Context: an optimization exercise on an open-source flow, tuned for small area, a short achievable clock period and few clock cycles per item. The choices shown serve that exercise and are no tape-out recipe.
Only simulation tests tie the RTL to the original design; equivalence was not proved.

## oak
## mem_island_top
module mem_island_top (
   input  wire logic         clk_i,
   input  wire logic         rst_ni,
   input  wire logic         narrow_req_i,
   output      logic         narrow_gnt_o,
   input  wire logic [15:0]  narrow_addr_i,
   input  wire logic         narrow_we_i,
   input  wire logic [31:0]  narrow_wdata_i,
   input  wire logic [3:0]   narrow_strb_i,
   output      logic         narrow_rvalid_o,
   output      logic [31:0]  narrow_rdata_o,
   input  wire logic         wide_req_i,
   output      logic         wide_gnt_o,
   input  wire logic [15:0]  wide_addr_i,
   input  wire logic         wide_we_i,
   input  wire logic [63:0]  wide_wdata_i,
   input  wire logic [7:0]   wide_strb_i,
   output      logic         wide_rvalid_o,
   output      logic [63:0]  wide_rdata_o
);
export LEC_CHECK = 0
export CAP_MARGIN = 20
export CELL_PAD_IN_SITES_DETAIL_PLACEMENT = 1
export CELL_PAD_IN_SITES_GLOBAL_PLACEMENT = 2
export CORE_MARGIN = 2
export CORE_UTILIZATION = 55
export CTS_CLUSTER_DIAMETER = 100
export CTS_CLUSTER_SIZE = 20
export PLACE_DENSITY = 0.65
export SETUP_SLACK_MARGIN = 5.0
export SLEW_MARGIN = 20
create_clock -name core_clock -period 8.0 [get_ports {clk_i}]
run.sh (not shown) runs the stock make flow with config.mk's settings and CLKGATE_MAP_FILE= SYNTH_SCRIPT=/design/flow/synth_recipe.tcl, a recipe that flattens the netlist after the stock synthesis.
Testbench counts of oak, summed over its fixed seeds: cycles 12,431, items 20,000.
Here is what was changed in the inputs of pine compared with oak.
--- a/flow/design.v
+++ b/flow/design.v
@@ -88,34 +88,34 @@
    assign wst_half_nxt = narrow_addr_i[2] ? wst_nxt[7:4] : wst_nxt[3:0];
    assign w_blk_nxt = n_acc & wv_nxt &
                       ((~narrow_we_i & ~wwe_nxt & (narrow_addr_i[4:3] == wa_nxt[1:0])) |
                        ( narrow_we_i &  wwe_nxt & |(narrow_strb_i & wst_half_nxt)));
    always_ff @(posedge clk_i or negedge rst_ni) begin
       if (!rst_ni) begin
          w_v_q    <= 1'b0;
          w_blk_q  <= 1'b0;
          w_lost_q <= '0;
          n_nogo_q <= 1'b0;
-         n_gnt_q  <= 1'b1;
-         w_gnt_q  <= 1'b1;
       end else begin
          w_v_q   <= wv_nxt;
          w_blk_q <= w_blk_nxt;
          if (w_blk_q) begin
             if (w_lost_q != 2'd3) w_lost_q <= w_lost_q + 2'd1;
          end else begin
             w_lost_q <= '0;
          end
          n_nogo_q <= w_blk_q & (w_lost_q >= 2'd2);
-         n_gnt_q  <= ~(w_blk_q & (w_lost_q >= 2'd2));
-         w_gnt_q  <= ~w_blk_nxt;
-      end
+      end
+   end
+   always_ff @(posedge clk_i) begin
+      n_gnt_q <= ~(w_blk_q & (w_lost_q >= 2'd2));
+      w_gnt_q <= ~w_blk_nxt;
    end
    always_ff @(posedge clk_i) begin
       w_we_q <= wwe_nxt;
       w_a_q  <= wa_nxt;
       w_wd_q <= wwd_nxt;
       w_st_q <= wst_nxt;
    end
    logic [3:0][1:0][3:0] w_lo_st_q;    
    logic [15:0]          w_hi_q;       
    logic [3:0]           w_pair_q;     
@@ -179,28 +179,23 @@
       for (int b = 0; b < 8; b++) begin
          n_rdata_d = n_rdata_d | (bank_out[b] & {32{n_bank_q[b]}});
       end
       for (int m = 0; m < 4; m++) begin
          w_rdata_d = w_rdata_d | ({bank_out[2*m+1], bank_out[2*m]} & {64{w_pair_q[m]}});
       end
    end
    logic        n_rv_q, w_rv_q;
    logic [31:0] n_rdata_q;
    logic [63:0] w_rdata_q;
-   always_ff @(posedge clk_i or negedge rst_ni) begin
-      if (!rst_ni) begin
-         n_rv_q <= 1'b0;
-         w_rv_q <= 1'b0;
-      end else begin
-         n_rv_q <= n_v_q;
-         w_rv_q <= w_v_q & ~w_blk_q;
-      end
+   always_ff @(posedge clk_i) begin
+      n_rv_q <= n_v_q;
+      w_rv_q <= w_v_q & ~w_blk_q;
    end
    always_ff @(posedge clk_i) begin
       n_rdata_q <= n_rdata_d;
       w_rdata_q <= w_rdata_d;
    end
    assign narrow_rvalid_o = n_rv_q;
    assign narrow_rdata_o  = n_rdata_q;
    assign wide_rvalid_o   = w_rv_q;
    assign wide_rdata_o    = w_rdata_q;
 endmodule
## What came out
Across oak and pine, none had a timing, DRC or antenna violation.
Measured against each other, oak and pine differ in number of post-CTS setup repair buffers, the lower figure coming from pine.
In pine, the design area came out 0.60% below the value in oak.
In the tables for oak and pine, met2 usage reads higher with pine.
The final-layout worst hold slack of pine was inferior to that of oak.
Compared with oak, in pine full die area comparable, total wirelength of the detailed-routed design now sits lower, total track usage now smaller, die extent in y saw little to no change, multiplexer area fraction after synthesis was more or less identical.
Testbench counts of pine, summed over its fixed seeds: cycles 12,431, items 20,000.

## what the ideal ports hide
The results above use ideal ports. As a check the final layouts listed here were re-extracted and re-timed, cells and wires unchanged. Step 1: set_driving_cell puts a clkbuf_16 on clk_i and a buf_2 on each other input, an assumption about the parent block. Step 2 adds t to the input delays and takes it off the output delays; t is the mean of the earliest and latest rising clock arrival at the registers after step 1. Input paths then give back, and output paths get back, about the clock's delay inside the block. Slacks: no drivers / after step 1 / after step 2; pairs: no drivers / after step 1.
run	t (ns)	setup slack, ns	hold WS [ns]	worst setup path at the end	latest minus earliest clock arrival (ns)
oak	1.082	4.781 / 4.672 / 4.012	0.367 / 0.367 / 0.367	input to register	0.057 / 0.057
pine	1.079	4.765 / 4.677 / 4.103	0.360 / 0.360 / 0.360	input to register	0.042 / 0.041
After both steps every run listed still meets setup and hold. The setup slack of oak, which loses most, moves by -0.109 ns with the drivers and by -0.769 ns with both steps.
